What follows belongs to an exercise in optimizing a design on an open flow for small area, a short achievable clock period and few clock cycles per item; a production flow would make more cautious choices. Where RTL was checked, it was by simulation tests only, not by an equivalence proof against the original.

Setup of exp/quartz:
// disk_chs_lba_translate
module disk_chs_lba_translate (
  input  logic        clk_i,
  input  logic        rst_ni,
  input  logic        in_valid_i,
  output logic        in_ready_o,
  input  logic        in_func_i,
  input  logic [15:0] in_cylinder_i,
  input  logic [7:0]  in_head_i,
  input  logic [7:0]  in_sector_i,
  input  logic [31:0] in_block_i,
  input  logic        in_wide_i,
  output logic        out_valid_o,
  input  logic        out_ready_i,
  output logic [31:0] out_block_o,
  output logic [15:0] out_cylinder_o,
  output logic [7:0]  out_head_o,
  output logic [7:0]  out_sector_o,
  output logic        out_addr_valid_o,
  input  logic        cfg_valid_i,
  output logic        cfg_ready_o,
  input  logic [7:0]  cfg_index_i,
  input  logic [15:0] cfg_value_i
);
  logic [11:0] cyl_cnt_q;
  logic [7:0]  head_cnt_q;
  logic [7:0]  sec_narrow_q;
  logic [7:0]  sec_wide_q;
  logic [15:0] sh_narrow_q;    
  logic [15:0] sh_wide_q;      
  logic [9:0]  s3_narrow_q;    
  logic [9:0]  s3_wide_q;      
  logic        sh_busy_q;
  logic [2:0]  sh_bit_q;
  assign cfg_ready_o = 1'b1;
  always_ff @(posedge clk_i or negedge rst_ni) begin
    if (!rst_ni) begin
      cyl_cnt_q    <= 12'd815;
      head_cnt_q   <= 8'd19;
      sec_narrow_q <= 8'd22;
  ...
clock: 9.0 ns
lec_check: 0
abc_area: 1
cap_margin: 20
core_margin: 2
core_utilization: 40
cts_cluster_diameter: 60
cts_cluster_size: 30
setup_slack_margin: 5
slew_margin: 20
run.sh (not shown) runs the stock make flow with config.mk's settings and CLKGATE_MAP_FILE= SYNTH_SCRIPT=/design/flow/synth_recipe.tcl, a recipe that flattens the netlist after the stock synthesis.
exp/quartz ran to completion and came out clean on the timing, design-rule and antenna checks.
Testbench counts of exp/quartz, summed over its fixed seeds: cycles 12,182, items 12,000.
--- input diff exp/quartz..exp/juniper ---
Settings: a deleted CTS_CLUSTER_SIZE that had been 30; a deleted CTS_CLUSTER_DIAMETER that had been 60; an added GPL_ROUTABILITY_DRIVEN of 0.
Findings:
exp/juniper vs. exp/quartz: global-route usage stayed essentially flat, number of filler instances in the final layout went down. Changes observed in exp/juniper relative to exp/quartz: slack of the critical path has increased, minimum hold slack went down 0.026 ns, utilization increased 0.32 points, critical path depth lost 3. The higher arrival time at the worst endpoint came out of exp/quartz. exp/juniper — period utilization 0.26 points lower, exp/quartz as reference. sky130_fd_sc_hd__dfstp_2 as the library cell contributing the largest single delay on the critical path was reported by exp/juniper, and sky130_fd_sc_hd__o21ai_0 by exp/quartz.
Input-level comparison between exp/zinc and exp/juniper:
Settings: GPL_ROUTABILITY_DRIVEN no longer set, was 0; ABC_AREA no longer set, was 1.
Results
First-pass GRT wire length, exp/juniper and exp/zinc: larger value in exp/juniper. Overall routing resource usage is lower on exp/zinc.
Input changes introduced in exp/cedar (baseline for comparison: exp/zinc):
Settings: swapping 40 for 60 in CORE_UTILIZATION.
- Taking exp/zinc over exp/cedar, the die area ratio works out to 1.5.
- Summary — non-clock buffer count, exp/cedar relative to exp/zinc: lower, by 25.
> inputs changed (exp/cedar -> exp/raven)
Settings: SETUP_SLACK_MARGIN now 4.5, was 5; CORE_UTILIZATION now 40, was 60.
Results
Across exp/cedar and exp/raven, the outcome is the same: a clean finish for every run.
Comparing exp/cedar and exp/raven, the lower post-CTS setup-driven buffer insertion count is on exp/raven.
Compared with exp/cedar, in exp/raven number of fill cells in the layout +5734; placer congestion estimate dropped 0.017.
The final reports for exp/raven and exp/cedar show met1 usage in global routing lower in the former.
Destination of the critical timing path: w_q7[25]$_DFFE_PN_ -> exp/raven, w_q11[10]$_DFFE_PN_ -> exp/cedar
Via count of the first global-routing pass (lower): exp/raven
For exp/nickel, these inputs were changed with respect to exp/raven:
Settings: ABC_AREA now 1, previously not set; CORE_UTILIZATION now 60, was 40; SETUP_SLACK_MARGIN now 5, was 4.5.
Results
exp/nickel ended up with sh_narrow_q[14]$_DFFE_PN0P_ as its worst setup path startpoint; exp/raven ended up with sh_narrow_q[8]$_DFFE_PN1P_. exp/nickel reports its most common library cell in the layout ignoring fill and taps as sky130_fd_sc_hd__nand2_1 while exp/raven reports sky130_fd_sc_hd__inv_1. Relative to exp/raven, the area fraction in and, or, nand and nor cells after synthesis of exp/nickel is higher by 9.6 points. Taking exp/raven as the reference, in exp/nickel detailed-route via count picked up an extra 6907; area after synthesis saw an increase; die outline height now smaller; wire length moved up; final standard cell count with taps included and fillers excluded moved up. Compare exp/raven and exp/nickel | count of non-CTS buffers in the layout lower: exp/nickel.

## run P
disk_chs_lba_translate, a different RTL version from the one above (not shown whole).
Size: ~5500 cells after synthesis, about 690 flip-flops, roughly 160 I/O pins.
make LEC_CHECK=0 CAP_MARGIN=20 CORE_MARGIN=2 CORE_UTILIZATION=40 SETUP_SLACK_MARGIN=5 SLEW_MARGIN=20 finish   # period 9.0 ns
Input changes introduced in run Y (baseline for comparison: run P):
diff --git a/flow/config.mk b/flow/config.mk
--- a/flow/config.mk
+++ b/flow/config.mk
@@ -7,2 +7,3 @@
 export LEC_CHECK = 0
+export ABC_AREA = 1
 export CAP_MARGIN = 20
## What came out
- Run Y went all the way through the flow, and no timing, DRC or antenna check failed.
- Run Y against run P: worst setup slack saw an increase, achievable clock frequency saw an increase, via count saw an increase, synthesized area saw an increase.
No functional check of the RTL was part of any run of this note.

## v45
RTL: one of the versions met above, not the one the previous note started from.
Size: roughly 6900 cells after synthesis, ~690 flip-flops, about 56000 um2 of cells after synthesis.
==> flow/config.mk <==
export PLATFORM = sky130hd
export DESIGN_NAME = disk_chs_lba_translate
export DESIGN_NICKNAME = disk_chs_lba_translate
export VERILOG_FILES = /design/flow/design.v
export SDC_FILE = /design/flow/constraint.sdc
export NUM_CORES = 4
export LEC_CHECK = 0
export ABC_AREA = 1
export CAP_MARGIN = 10
export CORE_MARGIN = 2
export CORE_UTILIZATION = 40
export SETUP_SLACK_MARGIN = 5
export SLEW_MARGIN = 10
==> flow/constraint.sdc <==
create_clock -name core_clock -period 9.0 [get_ports {clk_i}]
set_input_delay 1.8000 -clock core_clock [delete_from_list [all_inputs] [get_ports {clk_i}]]
set_output_delay 1.8000 -clock core_clock [all_outputs]
set_load 0.01 [all_outputs]
v45 has completed all stages; timing, DRC and antenna checks passed.
Testbench counts of v45, summed over its fixed seeds: cycles 12,182, items 12,000.
Edits applied to the flow inputs when going from v45 to v16:
- changing SLEW_MARGIN from 10 to 20
- changing CAP_MARGIN from 10 to 20
Notes after the runs:
v45: PASS, flow complete, no timing, DRC or antenna violations. v16 finished all stages; the layout is clean. The sequential share of layout area was comparable across v16 and v45. Of v16 and v45, v45 shows the higher clock-buffer cell count, with v16 below it. As far as hold slack is concerned, v45 and v16 perform about the same.
Here is what was changed in the inputs of v31 compared with v16.
- PLACE_DENSITY now 0.75, previously not set
- Between v16 and v31, the difference in count of non-CTS inverters in the layout is negligible.
- Between v31 and v16, the proportion of final cell area spent on non-clock buffers figures differ only marginally.
- Route | v31 vs v16 | wire shorter in v31
- Compare v16 and v31 | number of signal-net buffers in the layout lower: v31
- Between v16 and v31, time the final worst path needs with I/O delays and setup is higher for v16, v31 comes in under that.

==> afterwards: timing with drivers on the ports <==
Ports are ideal in the flow. The routed layouts listed here were re-timed in OpenROAD.
Step 1 sets driving cells, clkbuf_16 on the clock port and buf_2 on the other inputs (assumed; they add their load-dependent delay and slew).
Step 2 times the ports against the registers' clock, not the clock port: input delays grow and output delays shrink by t, the midpoint of the rising clock arrivals with the driver on.
Three values: ideal ports, drivers, drivers and shift; two values: the first two.
run | shift t [ns] | slack for setup (ns) | hold slack, ns | worst slew at a driven data input, ns
exp/quartz | 0.751 | 5.105 / 5.031 / 4.432 | 0.406 / 0.406 / 0.406 | 0.09
exp/juniper | 0.770 | 5.129 / 5.062 / 4.440 | 0.381 / 0.381 / 0.381 | 0.08
exp/zinc | 0.750 | 5.004 / 5.004 / 4.432 | 0.386 / 0.386 / 0.386 | 0.11
exp/cedar | 0.734 | 5.051 / 5.037 / 4.393 | 0.386 / 0.386 / 0.386 | 0.19
exp/raven | 0.752 | 4.580 / 4.580 / 3.948 | 0.395 / 0.395 / 0.395 | 0.12
exp/nickel | 0.744 | 5.111 / 5.111 / 4.593 | 0.408 / 0.408 / 0.408 | 0.09
run P | 0.765 | 4.905 / 4.905 / 4.459 | 0.410 / 0.410 / 0.410 | 0.19
run Y | 0.756 | 5.084 / 5.084 / 4.393 | 0.404 / 0.404 / 0.404 | 0.10
v45 | 0.762 | 5.108 / 5.033 / 4.492 | 0.397 / 0.397 / 0.397 | 0.09
v16 | 0.774 | 5.101 / 5.024 / 4.488 | 0.398 / 0.398 / 0.398 | 0.08
v31 | 0.749 | 5.114 / 5.037 / 4.470 | 0.411 / 0.411 / 0.411 | 0.19
After both steps every run listed still meets setup and hold. The setup slack of run Y, which loses most, moves by 0.000 ns with the drivers and by -0.691 ns with both steps.
